Context: an optimization exercise on an open-source flow, tuned for small area, a short achievable clock period and few clock cycles. The choices shown serve that exercise and are no tape-out recipe.
In this exercise RTL edits were held to simulation tests only and were not proved equivalent to the original.
Power is estimated from default activity; no workload was simulated.

$ cat flow/config.mk
export PLATFORM = sky130hd
export DESIGN_NAME = sprite_frame_animator
export DESIGN_NICKNAME = sprite_frame_animator
export VERILOG_FILES = /design/flow/design.v
export SDC_FILE = /design/flow/constraint.sdc
export NUM_CORES = 4
export LEC_CHECK = 0
export ABC_CLOCK_PERIOD_IN_PS = 3000
export CAP_MARGIN = 20
export CORE_MARGIN = 2
export CORE_UTILIZATION = 40
export SETUP_SLACK_MARGIN = 3.0
export SLEW_MARGIN = 20
$ cat flow/run.sh
#!/bin/bash
# synth_recipe.tcl (not shown) runs the flow's synth.tcl, then flattens the netlist and writes it again
# the make line also repeats each setting of config.mk as NAME=value (left out here)
make -C /OpenROAD-flow-scripts/flow DESIGN_CONFIG=/design/flow/config.mk WORK_HOME=/design/flow/orfs CLKGATE_MAP_FILE= SYNTH_SCRIPT=/design/flow/synth_recipe.tcl finish
$ cat flow/design.v
    localparam logic [1:0] ACT_BEGIN  = 2'd0;
    localparam logic [1:0] ACT_UPDATE = 2'd1;
    localparam logic [1:0] ACT_PIXEL  = 2'd2;
    localparam logic [1:0] KIND_CLEAR = 2'd0;
    localparam logic [1:0] KIND_FETCH = 2'd1;
    localparam logic [1:0] KIND_FILL  = 2'd2;
    localparam logic [2:0] REG_POS_X       = 3'd0;
    localparam logic [2:0] REG_POS_Y       = 3'd1;
    localparam logic [2:0] REG_PIXEL_SCALE = 3'd2;
    localparam logic [2:0] REG_SPRITE_W    = 3'd3;
    localparam logic [2:0] REG_SPRITE_H    = 3'd4;
    localparam logic [2:0] REG_FRAME_TOTAL = 3'd5;
    localparam logic [2:0] REG_INTERVAL    = 3'd6;
    localparam logic [2:0] REG_COLOR_KEY   = 3'd7;
`default_nettype none
module sprite_frame_animator (
    input  wire logic        i_clk,
    input  wire logic        i_rst_n,
    input  wire logic        i_in_valid,
    output logic             o_in_stall,
    input  wire logic [49:0] i_in_data,
    output logic             o_out_valid,
    input  wire logic        i_out_stall,
    output logic [90:0]      o_out_data,
    input  wire logic        i_cfg_valid,
    output logic             o_cfg_ready,
    input  wire logic [2:0]  i_cfg_index,
    input  wire logic [15:0] i_cfg_data
);
    localparam logic [1:0] ACT_BEGIN  = 2'd0;
    localparam logic [1:0] ACT_UPDATE = 2'd1;
    localparam logic [1:0] ACT_PIXEL  = 2'd2;
    localparam logic [1:0] KIND_CLEAR = 2'd0;
    localparam logic [1:0] KIND_FETCH = 2'd1;
    localparam logic [1:0] KIND_FILL  = 2'd2;
    localparam logic [2:0] REG_POS_X       = 3'd0;
    localparam logic [2:0] REG_POS_Y       = 3'd1;
    localparam logic [2:0] REG_PIXEL_SCALE = 3'd2;
    localparam logic [2:0] REG_SPRITE_W    = 3'd3;
    localparam logic [2:0] REG_SPRITE_H    = 3'd4;
    localparam logic [2:0] REG_FRAME_TOTAL = 3'd5;
    localparam logic [2:0] REG_INTERVAL    = 3'd6;
    localparam logic [2:0] REG_COLOR_KEY   = 3'd7;
    localparam logic [2:0] S_IDLE  = 3'd0;
    localparam logic [2:0] S_FETCH = 3'd1;
    localparam logic [2:0] S_CLR   = 3'd2;
    localparam logic [2:0] S_MOD   = 3'd3;
    localparam logic [2:0] S_RC1   = 3'd4;
    localparam logic [2:0] S_RC2   = 3'd5;
    localparam logic [2:0] S_RC3   = 3'd6;
    logic [10:0] r_pos_x, r_pos_y;
    logic [3:0]  r_scale;
    logic [5:0]  r_wm1, r_hm1;      
    logic [7:0]  r_fm1;             
    logic [15:0] r_interval;
    logic [15:0] r_key;
    logic [9:0]  r_cw, r_ch;        
    logic [12:0] r_wh;              
    logic [19:0] r_base;            
    logic [31:0] r_last;
    logic [7:0]  r_cur;
    logic [5:0]  r_col, r_row;
    logic        r_drawing;
    logic [2:0]  r_st;
    logic        r_busy;
    logic        r_upd;
    logic [5:0]  r_k;
    logic        r_valid;
    logic [1:0]  r_kind;
    logic [11:0] r_x, r_y;
    logic [15:0] r_color;
    logic [1:0]  in_act;
    logic [31:0] in_now;
    logic [15:0] in_color;
    assign in_act   = i_in_data[49:48];
    assign in_now   = i_in_data[47:16];
    assign in_color = i_in_data[15:0];
    logic out_free, take;
    assign out_free    = !r_valid || !i_out_stall;
    assign o_in_stall  = r_busy || !out_free;
    assign o_cfg_ready = !r_busy;
    assign take        = i_in_valid && !o_in_stall;
    logic cfg_we;
    assign cfg_we = i_cfg_valid && !r_busy;
    logic [31:0] elapsed;
    logic        due;
    assign elapsed = in_now - r_last;
    assign due     = elapsed >= {16'd0, r_interval};
    logic keyed;
    assign keyed = in_color == r_key;
    logic [6:0] eff_w, eff_h;
    assign eff_w = {1'b0, r_wm1} + 7'd1;
    assign eff_h = {1'b0, r_hm1} + 7'd1;
    logic col_end, row_end, first_col;
    assign col_end   = r_col >= r_wm1;
    assign row_end   = r_row >= r_hm1;
    assign first_col = r_col == 6'd0;
    logic [11:0] x_add, y_add;
    assign x_add = r_x + {8'd0, r_scale};
    assign y_add = r_y + {8'd0, r_scale};
    logic [5:0] xc, yc;
    assign xc = first_col ? 6'd0 : r_col - 6'd1;
    assign yc = !first_col ? r_row : (r_row == 6'd0) ? 6'd0 : r_row - 6'd1;
    logic x_step, y_step;
    assign x_step = r_k < xc;
    assign y_step = r_k < yc;
    logic [7:0] cur_inc;
    logic       cur_lt, cur_eq;
    assign cur_inc = r_cur + 8'd1;
    assign cur_lt  = r_cur < r_fm1;
    assign cur_eq  = r_cur == r_fm1;
    logic [19:0] base_sum;
    logic        rc2;
    logic        base_add;
    logic [19:0] cur_ext;
    assign rc2      = r_st == S_RC2;
    assign cur_ext  = {12'd0, r_cur};
    assign base_add = rc2 ? cur_ext[r_k[4:0]] : 1'b1;
    assign base_sum = (rc2 ? {r_base[18:0], 1'b0} : r_base) + (base_add ? {7'd0, r_wh} : 20'd0);
    logic [12:0] s_ext, h_ext;
    assign s_ext = {9'd0, r_scale};
    assign h_ext = {6'd0, eff_h};
    logic cfg_rc;
    assign cfg_rc = cfg_we && (i_cfg_index <= REG_SPRITE_H);
    always_ff @(posedge i_clk) begin
        if (!i_rst_n) begin
            r_pos_x    <= 11'd0;
            r_pos_y    <= 11'd0;
            r_scale    <= 4'd1;
            r_wm1      <= 6'd19;
            r_hm1      <= 6'd19;
            r_fm1      <= 8'd0;
            r_interval <= 16'd100;
            r_key      <= 16'd0;
        end else if (cfg_we) begin
            case (i_cfg_index)
                REG_POS_X:       r_pos_x <= i_cfg_data[10:0];
                REG_POS_Y:       r_pos_y <= i_cfg_data[10:0];
                REG_PIXEL_SCALE: r_scale <= i_cfg_data[3:0];
                REG_SPRITE_W:
                    r_wm1 <= (i_cfg_data[6:0] == 7'd0) ? 6'd0 :
                             (i_cfg_data[6:0] > 7'd64) ? 6'd63 : 6'(i_cfg_data[6:0] - 7'd1);
                REG_SPRITE_H:
                    r_hm1 <= (i_cfg_data[6:0] == 7'd0) ? 6'd0 :
                             (i_cfg_data[6:0] > 7'd64) ? 6'd63 : 6'(i_cfg_data[6:0] - 7'd1);
                REG_FRAME_TOTAL:
                    r_fm1 <= (i_cfg_data[7:0] == 8'd0) ? 8'd0 : i_cfg_data[7:0] - 8'd1;
                REG_INTERVAL:    r_interval <= i_cfg_data;
                default:         r_key <= i_cfg_data;
            endcase
        end
    end
    always_ff @(posedge i_clk) begin
        if (r_st == S_RC1) begin
            r_cw <= {r_cw[8:0], 1'b0} + (s_ext[r_k[3:0]] ? {3'd0, eff_w} : 10'd0);
            r_ch <= {r_ch[8:0], 1'b0} + (s_ext[r_k[3:0]] ? {3'd0, eff_h} : 10'd0);
            r_wh <= {r_wh[11:0], 1'b0} + (h_ext[r_k[3:0]] ? {6'd0, eff_w} : 13'd0);
        end
    end
    always_ff @(posedge i_clk) begin
        if (!i_rst_n) begin
            r_st      <= S_RC1;
            r_busy    <= 1'b1;
            r_upd     <= 1'b0;
            r_k       <= 6'd12;
            r_last    <= 32'd0;
            r_cur     <= 8'd0;
            r_col     <= 6'd0;
            r_row     <= 6'd0;
            r_drawing <= 1'b0;
            r_valid   <= 1'b0;
        end else begin
            if (r_valid && !i_out_stall) begin
                r_valid <= 1'b0;
            end
            case (r_st)
                S_IDLE: begin
                    if (cfg_rc) begin
                        r_st   <= S_RC1;
                        r_busy <= 1'b1;
                        r_k    <= 6'd12;
                    end
                    if (take) begin
                        case (in_act)
                            ACT_BEGIN: begin
                                r_last    <= in_now;
                                r_cur     <= 8'd0;
                                r_col     <= 6'd0;
                                r_row     <= 6'd0;
                                r_drawing <= 1'b1;
                                r_valid   <= 1'b1;
                            end
                            ACT_UPDATE: begin
                                if (due) begin
                                    r_last    <= in_now;
                                    r_col     <= 6'd0;
                                    r_row     <= 6'd0;
                                    r_drawing <= 1'b1;
                                    r_busy    <= 1'b1;
                                    if (cur_lt) begin
                                        r_cur   <= cur_inc;
                                        r_valid <= 1'b1;
                                        r_st    <= S_FETCH;
                                    end else if (cur_eq) begin
                                        r_cur   <= 8'd0;
                                        r_valid <= 1'b1;
                                        r_st    <= S_FETCH;
                                    end else begin
                                        r_cur   <= cur_inc;
                                        r_upd   <= 1'b1;
                                        r_st    <= S_MOD;
                                    end
                                end
                            end
                            ACT_PIXEL: begin
                                if (r_drawing) begin
                                    r_valid <= !keyed;
                                    if (col_end) begin
                                        r_col <= 6'd0;
                                        if (row_end) begin
                                            r_row     <= 6'd0;
                                            r_drawing <= 1'b0;
                                        end else begin
                                            r_row <= r_row + 6'd1;
                                        end
                                    end else begin
                                        r_col <= r_col + 6'd1;
                                    end
                                end
                            end
                            default: ;
                        endcase
                    end
                end
                S_FETCH: begin
                    if (out_free) begin
                        r_valid <= 1'b1;
                        r_st    <= S_IDLE;
                        r_busy  <= 1'b0;
                    end
                end
                S_CLR: begin
                    if (out_free) begin
                        r_valid <= 1'b1;
                        r_upd   <= 1'b0;
                        r_st    <= S_FETCH;
                    end
                end
                S_MOD: begin
                    if (cur_lt || cur_eq) begin
                        r_st <= S_RC2;
                        r_k  <= 6'd19;
                    end else begin
                        r_cur <= r_cur + ~r_fm1;
                    end
                end
                S_RC1: begin
                    r_k <= r_k - 6'd1;
                    if (r_k == 6'd0) begin
                        r_st <= S_RC2;
                        r_k  <= 6'd19;
                    end
                end
                S_RC2: begin
                    r_k <= r_k - 6'd1;
                    if (r_k == 6'd0) begin
                        r_st <= r_upd ? S_CLR : S_RC3;
                        r_k  <= 6'd0;
                    end
                end
                S_RC3: begin
                    r_k <= r_k + 6'd1;
                    if (!x_step && !y_step) begin
                        r_st   <= S_IDLE;
                        r_busy <= 1'b0;
                    end
                end
                default: begin
                    r_st   <= S_IDLE;
                    r_busy <= 1'b0;
                end
            endcase
        end
    end
    always_ff @(posedge i_clk) begin
        if (rc2) begin
            r_base <= base_sum;
        end else if (r_st == S_IDLE && take) begin
            if (in_act == ACT_BEGIN) begin
                r_base <= 20'd0;
            end else if (in_act == ACT_UPDATE && due && cur_lt) begin
                r_base <= base_sum;
            end else if (in_act == ACT_UPDATE && due && cur_eq) begin
                r_base <= 20'd0;
            end
        end
    end
    always_ff @(posedge i_clk) begin
        case (r_st)
            S_IDLE: begin
                if (take) begin
                    case (in_act)
                        ACT_BEGIN: begin
                            r_kind  <= KIND_FETCH;
                            r_x     <= 12'd0;
                            r_y     <= 12'd0;
                            r_color <= 16'd0;
                        end
                        ACT_UPDATE: begin
                            if (due) begin
                                r_kind  <= KIND_CLEAR;
                                r_x     <= {1'b0, r_pos_x};
                                r_y     <= {1'b0, r_pos_y};
                                r_color <= 16'd0;
                            end
                        end
                        ACT_PIXEL: begin
                            if (r_drawing) begin
                                r_kind  <= KIND_FILL;
                                r_color <= in_color;
                                r_x     <= first_col ? {1'b0, r_pos_x} : x_add;
                                if (first_col) begin
                                    r_y <= (r_row == 6'd0) ? {1'b0, r_pos_y} : y_add;
                                end
                            end
                        end
                        default: ;
                    endcase
                end
            end
            S_FETCH: begin
                if (out_free) begin
                    r_kind  <= KIND_FETCH;
                    r_x     <= 12'd0;
                    r_y     <= 12'd0;
                    r_color <= 16'd0;
                end
            end
            S_CLR: begin
                r_kind  <= KIND_CLEAR;
                r_x     <= {1'b0, r_pos_x};
                r_y     <= {1'b0, r_pos_y};
                r_color <= 16'd0;
            end
            S_RC2: begin
                r_x <= {1'b0, r_pos_x};
                r_y <= {1'b0, r_pos_y};
            end
            S_RC3: begin
                if (x_step) r_x <= x_add;
                if (y_step) r_y <= y_add;
            end
            default: ;
        endcase
    end
    logic [9:0] out_w, out_h;
    always_comb begin
        case (r_kind)
            KIND_CLEAR: begin
                out_w = r_cw;
                out_h = r_ch;
            end
            KIND_FILL: begin
                out_w = {6'd0, r_scale};
                out_h = {6'd0, r_scale};
            end
            default: begin
                out_w = 10'd0;
                out_h = 10'd0;
            end
        endcase
    end
    assign o_out_valid = r_valid;
    assign o_out_data  = {r_kind, r_x, r_y, out_w, out_h, r_color, r_cur, r_base,
                          r_kind != KIND_CLEAR};
endmodule
`default_nettype wire
$ cat flow/constraint.sdc
create_clock -name core_clock -period 6.5 [get_ports {i_clk}]
set_input_delay 1.3000 -clock core_clock [delete_from_list [all_inputs] [get_ports {i_clk}]]
set_output_delay 1.3000 -clock core_clock [all_outputs]
set_load 0.01 [all_outputs]
==> summary.txt, run 1 <==
status no timing/DRC/antenna violations; Vias 15300; post-synthesis compound-gate area fraction 17.3%; DR DRC count 0; dpl cells 2662; CP max-delay cell or4_4; Peak VDD IR 0.209 mV; synthesis-to-layout area growth 27.4%; clock tree sinks 238; DRT Wirelength 49.0 mm; die height 209 um; main combinational cell family by area after synthesis simple AND/OR/NAND/NOR gates; PD cells 222 nW/um2; post-synthesis area per instance 8.24 um2; CP endpoint kind flop; global-route wire length before repair 77.4 mm; CP arrival 5.91 ns; diodes inserted 0; clock slew at reported path FFs 0.06 ns; drt initial violations 945; CTS buffer count 29; grt total ovfl 0; Hold Crit Class reg -> reg; GR Util All Layers 21.7%; Final Hold Slack 0.456 ns; Max Used Layer met5; Hold Fails Final Rpt 0; num ports 168; simple-gate share of the synthesized area 21.7%; Min Clock Period, post-route 5.45 ns; initial antenna violation count 2; Starting Density 40.7%; Core Footprint 41100 um2; Slew @ Worst Pin 1.10 ns; FP Rows 74; largest net degree at the start of global routing 101; predominant post-synthesis flop cell dfxtp_1; multiplexer share of the synthesized area 4.21%; synthesized instance count 2032; CTS tree yes; Root Driver clkbuf_16; Worst EP required 6.96 ns; Final setup viols 0; Routed WL per cell 17.6 um; die span in x 209 um; fin crit share 83.8%; final worst slack 1.05 ns; Max Freq 0.184 GHz; Antenna Nets Post-Route 0; I/O Buffers 167; mapped cell area 16800 um2; die area 43500 um2; wire length on met1 21.6 mm; dpl ws -0.0252 ns; H-tree Lvls 1; CP max stage delay 0.50 ns; met2 routed wirelength 23.2 mm; critical-path cell list dlygate4sd2_1 > ha_4 > and3_1 > a311o_1 > buf_4 > buf_4 > xor2_1 > ha_1 > a21o_1 > a21o_1 > a21oi_2 > o21ai_2 > a21boi_1 > o2111ai_1 > or4_1 > or4_4 > nor4b_4 > buf_4 > buf_6 > a21oi_4 > buf_12 > mux2i_2; register bit total from synthesis 238; register area share after synthesis 34.1%; Async SR Flop Fraction 0%; met3 WL 2.51 mm; clock latency on the worst-skew pair 0.59 ns; Lkg Pwr 0.00847 uW; Synth Area in XOR/XNOR 6.48%; syn_nets 2249; vias in the first global route 14700; Critical Path Fanout Max 6; final-report max-slew violation count 0; RSZ-0062 raised after global routing yes; HPWL after detailed placement 34.4 mm; DR vias/cell 5.51; commonest non-fill, non-tap cell in the layout nand2_1; Crit path top cell by count buf_4; clk buf depth 3; synth unique cells 83; commonest cells after routing, fill and taps aside 330 x nand2_1, 153 x clkdlybuf4s50_1, 144 x a21oi_1, 142 x nor2_1, 141 x dfxtp_1; crit path launch type input pin; share of layout cells above drive strength 1 12.2%; Synthesis Warnings 1; Finished Layout Cells 2779; slew margin rel. 25.8%; Filler Cells Inserted 3858; GPL Wtd Cong 0.912; cts hold-fix bufs 0; crit path kind in -> reg; # Max-Cap Violations 0; TritonRoute pass-1 iters 5; Post-synth EDFFs 95; NumNets Final 2441; clock skew 0.0234 ns; Adder-Cell Fraction of Synth Area 11.1%
==> sequential cells by signal, indices dropped and copies added (netlist names), 12 cells and up <==
name	count
r_base	20
r_color	16
r_interval	16
r_key	16
r_last	32
r_wh	13
r_x	12
r_y	12
==> cells in the mapped netlist, drive strengths merged (4+ instances only) <==
library cell | n | area [um2]
a211oi | 11 | 82.6
a21boi | 4 | 30.0
a21o | 43 | 323
a21oi | 162 | 826
a221oi | 5 | 50.0
a22oi | 9 | 67.6
a31oi | 17 | 106
a41o | 5 | 50.1
and2 | 44 | 275
and3 | 22 | 143
buf | 11 | 67.6
clkbuf | 85 | 319
dfxtp | 143 | 2860
edfxtp | 95 | 2850
fa | 8 | 160
ha | 135 | 1690
inv | 122 | 458
mux2i | 61 | 611
nand2 | 335 | 1260
nand2b | 25 | 156
nand3 | 59 | 295
nand3b | 4 | 30.0
nand4 | 16 | 100
nor2 | 155 | 582
nor2b | 39 | 244
nor3 | 41 | 210
nor3b | 4 | 30.0
nor4 | 8 | 50.1
o211ai | 18 | 135
o21a | 17 | 128
o21ai | 88 | 448
o21bai | 12 | 90.1
o22ai | 7 | 43.8
o311ai | 7 | 61.3
o31ai | 11 | 82.6
or2 | 9 | 56.3
or3 | 11 | 68.8
or4 | 4 | 33.8
xnor2 | 62 | 543
xor2 | 62 | 543
==> critical path, delay by kind of cell <==
family	cells	cell delay [ns]
buffers and inverters	6	1.00
muxes	1	0.14
AOI/OAI and AO/OA	8	1.35
and+or+nand+nor	4	1.38
adders and majority gates	2	0.57
xor gates and xnor gates	1	0.14
==> power breakdown <==
group / total, uW / switching [uW] / internal (uW)
clock: 1650 / 682 / 972
combinational: 1260 / 694 / 571
sequential: 1830 / 108 / 1720
==> stage by stage <==
step                util (%)  instance area [um2]  setup TNS, ns  total power (uW)
floorplan                  -                17000              0              2630
global placement        46.5                19100              0              2980
detailed placement      46.5                19100         -0.431              3000
CTS                     50.6                20800              0              4730
global route            51.9                21300              0              4990
finish                  51.9                21300              0              4740
==> metal layers <==
layer  global-route usage (%)  vias to the layer above
li1                         -                     7526
met1                     28.1                     7303
met2                     36.5                      374
met3                     3.70                       93
met4                     8.20                        4
met5                        0                        -
==> cell families after synthesis <==
group	after synthesis
AO/OA/AOI/OAI	456
XOR/XNOR	124
adder cells (fa/ha/maj)	144
buffers and inverters	218
flip-flops	238
multiplexers	66
AND/OR/NAND/NOR	786
==> final cells by class <==
class,instances,area [um2],share of cell area [%]
Clock inverter,14,140,0.656
Tap cell,532,666,3.12
Clock buffer,40,828,3.88
Sequential cell,238,5720,26.8
Timing Repair Buffer,249,2520,11.8
Multi-Input combinational cell,1584,11000,51.6
Inverter,122,458,2.15
==> worst paths after layout <==
| kind | startpoint | to | slack (ns) | cells past startpoint |
|---|---|---|---|---|
| setup / recovery | i_in_data[24] | r_last[15]$_SDFFE_PN0P_ | 1.05 | 22 |
| hold / removal | r_interval[3]$_SDFFE_PN0P_ | r_interval[3]$_SDFFE_PN0P_ | 0.46 | 2 |
| setup reg to reg | r_k[0]$_SDFFE_PN0P_ | r_base[18]$_DFFE_PP_ | 1.35 | 19 |
| hold reg to reg | r_interval[3]$_SDFFE_PN0P_ | r_interval[3]$_SDFFE_PN0P_ | 0.46 | 2 |
==> what timing repair did <==
action | CTS | global route
gates cloned | 12 | 5
gates resized for setup | 107 | 64
endpoints found under the setup margin | 164 | 167
setup buffers | 27 | 18
endpoints found under the hold margin | 0 | 0
pin swaps | 51 | 34
Testbench counts, summed over its fixed seeds: cycles 44,237.
==> run 2, diff against run 1 <==
--- a/flow/config.mk
+++ b/flow/config.mk
@@ -11,3 +11,2 @@
 export CORE_UTILIZATION = 40
-export SETUP_SLACK_MARGIN = 3.0
 export SLEW_MARGIN = 20
==> summary.txt, run 2 <==
CTS tree yes; clock latency on the worst-skew pair 0.56 ns; setup TNS 0 ns; commonest non-fill, non-tap cell in the layout nand2_1; H-tree Lvls 1; Synth top area share 17.1%; crit path kind in -> reg; CTS buffer count 28; Routed WL per cell 17.0 um; cts hold-fix bufs 0; mapped cell area 16800 um2; RSZ-0062 raised after global routing no; Lkg Pwr 0.00806 uW; top flop regs r_last x32, r_base x20; Antenna Nets Post-Route 0; dpl ws -0.141 ns; Hold Crit Class reg -> reg; Root Driver clkbuf_16; Hold Fails Final Rpt 0; PD cells 230 nW/um2; synth unique cells 83; Clk pwr share 35.4%; CP arrival 6.40 ns; predominant post-synthesis flop cell dfxtp_1; synthesis-to-layout area growth 19.9%; Max Freq 0.164 GHz; synth cell count leaders 335 x nand2_1, 160 x a21oi_1, 155 x nor2_1, 143 x dfxtp_1, 135 x ha_1; most common cell in the synthesized netlist nand2_1; num ports 168; Worst EP required 6.81 ns; die span in x 209 um; GPL Wtd Cong 0.913; flop2flop setup slack 1.04 ns; NumNets Final 2392; DRT Wirelength 46.4 mm; Worst R2R Start r_k[0]$_SDFFE_PN0P_; Final setup viols 0; sw power 1400 uW; diodes inserted 0; final worst slack 0.408 ns; clock skew 0.0152 ns; DR vias/cell 5.43; most flop-heavy register r_last; global-route wire length before repair 75.2 mm; status no timing/DRC/antenna violations; die height 209 um; Starting Density 40.7%; hold endpoint r_last[16]$_SDFFE_PN0P_; largest net degree at the start of global routing 72; Slew @ Worst Pin 1.08 ns; RR Endpoint r_base[18]$_DFFE_PP_; slew margin rel. 27.4%; register area share after synthesis 34.1%; internal power 3230 uW; Final Core Density 48.9%; hold path cells 2; fin crit share 93.7%; R2R cell count 18; Combinational Power Share 24.8%; register bit total from synthesis 238; final-report max-slew violation count 0; clock tree sinks 238; Post-synth EDFFs 95; Final Hold Slack 0.455 ns; drt initial violations 1067; clk buf depth 3; # Max-Cap Violations 0; synthesized instance count 2032; grt total ovfl 0; Peak VDD IR 0.162 mV; syn_nets 2249; CP endpoint kind flop; crit path launch type input pin; TritonRoute pass-1 iters 5; post-synthesis area per instance 8.24 um2; Async SR Flop Fraction 0%; GR Util All Layers 21.0%; share of layout cells above drive strength 1 5.46%; largest area contributor in the netlist dfxtp_1; Critical Path Fanout Max 12; Min Clock Period, post-route 6.09 ns; I/O Buffers 167; initial antenna violation count 2; max reg flops 32; die area 43500 um2; clock slew at reported path FFs 0.06 ns; Core Footprint 41100 um2; DR DRC count 0; commonest cells after routing, fill and taps aside 335 x nand2_1, 166 x clkdlybuf4s50_1, 159 x a21oi_1, 155 x nor2_1, 143 x dfxtp_1; Synthesis Warnings 1; HPWL after detailed placement 34.9 mm; switch share 30.3%; hold path startpoint r_last[16]$_SDFFE_PN0P_; vias in the first global route 14400; FP Rows 74; dominant cells by area after synthesis dfxtp_1 17%, edfxtp_1 17%, ha_1 10%, nand2_1 7.5%, a21oi_1 4.8%; Vias 14800; Flop pwr share 39.8%
==> run 2: metrics by stage <==
step           std cells  instance area (um2)  power [uW]
2_1_floorplan       2032                16800        2610
3_3_place_gp        2677                19100        2980
3_5_place_dp        2677                19100        3010
4_1_cts             2729                20100        4670
5_1_grt             2729                20100        4870
6_report            2729                20100        4630
==> run 2: critical path, stage by stage <==
cell and delay, ns:
clkdlybuf4s50_1 0.43, ha_1 0.32, o211ai_1 0.20, a21o_1 0.13
nand2_1 0.07, a311o_1 0.40, nand3_1 0.10, nand2_1 0.07
a21o_1 0.18, a21oi_1 0.16, xnor2_1 0.13, ha_1 0.26
a21o_1 0.18, a21oi_1 0.13, nor2b_1 0.06, or3_1 0.34
a211oi_1 0.20, o2111ai_1 0.13, or4_1 0.43, nor4_2 0.25
buf_4 0.17, nand4_1 0.11, o2111ai_1 0.15, buf_4 0.20
a21oi_1 0.11, buf_12 0.18
==> run 2: how the worst max path moves through the flow <==
stage                             start                        to  slack, ns  cells after the start
after detailed placement  i_in_data[18]          r_y[9]$_DFFE_PP_      -0.14                     26
after floorplan           i_in_data[18]  r_color[0]$_SDFFCE_PP0P_        0.1                     23
final                     i_in_data[18]         r_y[10]$_DFFE_PP_       0.41                     26
after CTS                 i_in_data[18]         r_y[10]$_DFFE_PP_       0.41                     26
after global placement    i_in_data[18]          r_y[9]$_DFFE_PP_      0.006                     26
after global routing      i_in_data[18]         r_y[10]$_DFFE_PP_       0.04                     26
==> run 2: power groups by stage <==
| stage | clock network [uW] | registers (uW) | logic, uW |
|---|---|---|---|
| finish | 1640 | 1840 | 1150 |
| global route | 1730 | 1860 | 1280 |
| CTS | 1680 | 1840 | 1150 |
| detailed placement | 0 | 1870 | 1140 |
| global placement | 0 | 1870 | 1120 |
| floorplan | 0 | 1830 | 784 |
==> run 2: repair_timing <==
| action | CTS | global route |
|---|---|---|
| resized for setup | 0 | 1 |
| setup endpoints to repair | 0 | 44 |
| setup buffers | 0 | 0 |
==> run 2: per-layer routing <==
layer	share of wire, %	track usage [%]
met3	5.0	3.62
met1	45	27.5
met4	2.9	6.03
met2	47	35.5
met5	0.054	0
==> run 2: cell families (layout without fill, tap and decap cells) <==
family / count (synthesis) / after routing / synth area share [%]
AND/OR/NAND/NOR: 786 / 786 / 21.7
AO/OA/AOI/OAI: 456 / 456 / 17.3
flip-flops: 238 / 238 / 34.1
buffers and inverters: 218 / 383 / 5.04
adder cells (fa/ha/maj): 144 / 144 / 11.1
XOR/XNOR: 124 / 124 / 6.48
multiplexers: 66 / 66 / 4.21
==> run 2: area by class of cell <==
| class | instances | area (um2) |
|---|---|---|
| fillers | 3993 | 21000 |
| multi-input cells | 1576 | 10200 |
| flip-flops and latches | 238 | 5720 |
| repair buffers | 209 | 2080 |
| clock buffers | 35 | 758 |
| well taps | 532 | 666 |
| inverters | 122 | 458 |
| clock inverters | 17 | 186 |
==> run 3, diff against run 2 <==
--- a/flow/config.mk
+++ b/flow/config.mk
@@ -7,3 +7,2 @@
 export LEC_CHECK = 0
-export ABC_CLOCK_PERIOD_IN_PS = 3000
 export CAP_MARGIN = 20
==> summary.txt, run 3 <==
die span in x 209 um; Worst EP required 6.81 ns; HPWL after detailed placement 34.9 mm; NumNets Final 2392; CP max-delay cell clkdlybuf4s50_1; syn_nets 2249; Antenna Nets Post-Route 0; cts hold-fix bufs 0; clk buf depth 3; last element of the critical path r_y[10]$_DFFE_PP_; Starting Density 40.7%; initial antenna violation count 2; flop2flop setup slack 1.04 ns; status no timing/DRC/antenna violations; grt total ovfl 0; max reg flops 32; DR DRC count 0; setup TNS 0 ns; Max Freq 0.164 GHz; mapped cell area 16800 um2; GPL Wtd Cong 0.913; dominant cells by area after synthesis dfxtp_1 17%, edfxtp_1 17%, ha_1 10%, nand2_1 7.5%, a21oi_1 4.8%; H-tree Lvls 1; largest area contributor in the netlist dfxtp_1; TritonRoute pass-1 iters 5; commonest non-fill, non-tap cell in the layout nand2_1; global-route wire length before repair 75.2 mm; Final setup viols 0; drt initial violations 1067; final-report max-slew violation count 0; Routed WL per cell 17.0 um; DRT Wirelength 46.4 mm; clock tree sinks 238; Vias 14800; synth unique cells 83; Final Core Density 48.9%; predominant post-synthesis flop cell dfxtp_1; R2R cell count 18; slew margin rel. 27.4%; clock latency on the worst-skew pair 0.56 ns; Post-synth EDFFs 95; vias in the first global route 14400; fin crit share 93.7%; Peak VDD IR 0.162 mV; RR Endpoint r_base[18]$_DFFE_PP_; largest net degree at the start of global routing 72; Core Footprint 41100 um2; CTS buffer count 28; top flop regs r_last x32, r_base x20; clock skew 0.0152 ns; Synth top area share 17.1%; die area 43500 um2; FP Rows 74; Async SR Flop Fraction 0%; Finished Layout Cells 2729; clock slew at reported path FFs 0.06 ns; num ports 168; CP endpoint kind flop; DR vias/cell 5.43; commonest cells after routing, fill and taps aside 335 x nand2_1, 166 x clkdlybuf4s50_1, 159 x a21oi_1, 155 x nor2_1, 143 x dfxtp_1; dpl cells 2677; Synthesis Warnings 1; diodes inserted 0; Hold Crit Class reg -> reg; synthesized instance count 2032; CTS tree yes; PD cells 230 nW/um2; register area share after synthesis 34.1%; die height 209 um; register bit total from synthesis 238; Root Driver clkbuf_16; Min Clock Period, post-route 6.09 ns; most common cell in the synthesized netlist nand2_1; crit path kind in -> reg; CP arrival 6.40 ns; hold path cells 2; crit path launch i_in_data[18]; I/O Buffers 167; crit path launch type input pin; post-synthesis area per instance 8.24 um2; synthesis-to-layout area growth 19.9%; share of layout cells above drive strength 1 5.46%; Hold Fails Final Rpt 0; GR Util All Layers 21.0%; RSZ-0062 raised after global routing no; Slew @ Worst Pin 1.08 ns; most flop-heavy register r_last; Lkg Pwr 0.00806 uW; synth cell count leaders 335 x nand2_1, 160 x a21oi_1, 155 x nor2_1, 143 x dfxtp_1, 135 x ha_1; Worst R2R Start r_k[0]$_SDFFE_PN0P_; Critical Path Fanout Max 12; CP max stage delay 0.43 ns; # Max-Cap Violations 0
## run 3: critical path: cells and delay by family
| family | cells | cell delay [ns] |
|---|---|---|
| XOR/XNOR | 1 | 0.13 |
| adder cells (fa/ha/maj) | 2 | 0.58 |
| AND/OR/NAND/NOR | 8 | 1.43 |
| AO/OA/AOI/OAI | 11 | 1.97 |
| buffers and inverters | 4 | 0.98 |
## run 3: area by class of cell
type	instances	area [um2]
fill	3993	21000
multi-input combinational	1576	10200
sequential	238	5720
timing repair buffer	209	2080
clock buffer	35	758
tap	532	666
inverter	122	458
clock inverter	17	186
## run 3: timing repair
item,in CTS,in global routing
setup endpoints to repair,0,44
gates resized for setup,0,1
buffers inserted,0,0
## run 3: kinds of logic after synthesis
family,Yosys count,synth area share (%)
AND/OR/NAND/NOR,786,21.7
AO/OA/AOI/OAI,456,17.3
flip-flops,238,34.1
buffers and inverters,218,5.04
adder cells (fa/ha/maj),144,11.1
XOR/XNOR,124,6.48
multiplexers,66,4.21
## run 3: how the worst min path moves through the flow
stage                                from                         end  slack, ns
2_1_floorplan     r_last[10]$_SDFFE_PN0P_     r_last[10]$_SDFFE_PN0P_       0.43
3_3_place_gp      r_last[16]$_SDFFE_PN0P_     r_last[16]$_SDFFE_PN0P_       0.44
3_5_place_dp      r_last[16]$_SDFFE_PN0P_     r_last[16]$_SDFFE_PN0P_       0.45
4_1_cts        r_interval[7]$_SDFFE_PN0P_  r_interval[7]$_SDFFE_PN0P_       0.46
5_1_grt           r_last[16]$_SDFFE_PN0P_     r_last[16]$_SDFFE_PN0P_       0.47
6_report          r_last[16]$_SDFFE_PN0P_     r_last[16]$_SDFFE_PN0P_       0.45
## run 3: per-layer routing
layer	part of all wire (%)	GRT usage, %	up-vias
met5	0.054	0	-
met4	2.9	6.03	4
met3	5.0	3.62	87
met2	47	35.5	356
met1	45	27.5	6974
li1	-	-	7399
## run 3: power breakdown
| group | switching [uW] | total, uW | internal, uW |
|---|---|---|---|
| Clock | 656 | 1640 | 982 |
| Combinational | 622 | 1150 | 526 |
| Sequential | 122 | 1840 | 1720 |
## run 3: metrics by stage
stage | instance area, um2 | power, uW | hold slack (ns) | setup slack [ns]
6_report | 20100 | 4630 | 0.455 | 0.408
5_1_grt | 20100 | 4870 | 0.472 | 0.0389
4_1_cts | 20100 | 4670 | 0.458 | 0.407
3_5_place_dp | 19100 | 3010 | 0.447 | -0.141
3_3_place_gp | 19100 | 2980 | 0.442 | 0.00557
2_1_floorplan | 16800 | 2610 | 0.435 | 0.0967

## what the ideal ports hide
The results above use ideal ports. As a check the final layouts listed here were re-extracted and re-timed, cells and wires unchanged. Step 1 (the two cells are an assumption about what drives the block):
set clk [get_ports {i_clk}]
set_driving_cell -lib_cell sky130_fd_sc_hd__clkbuf_16 $clk
set_driving_cell -lib_cell sky130_fd_sc_hd__buf_2 [delete_from_list [all_inputs] $clk]
Step 2, shift: input delay + t, output delay - t, t = (earliest + latest rising clock arrival at the registers) / 2. This alone moves slack from input paths to output paths. Slacks: ideal ports / drivers / drivers and shift; pairs: ideal ports / drivers.
run | t, ns | setup WS [ns] | clock arrival spread, ns
run 1 | 0.633 | 1.055 / 1.078 / 0.445 | 0.024 / 0.024
run 2 | 0.604 | 0.408 / 0.440 / -0.164 | 0.016 / 0.016
run 3 | 0.604 | 0.408 / 0.440 / -0.164 | 0.016 / 0.016
With both steps, setup timing fails in run 2 and run 3, where it was met with ideal ports. For run 1, which loses most, drivers alone change the setup slack by +0.023 ns; drivers and shift together by -0.610 ns.
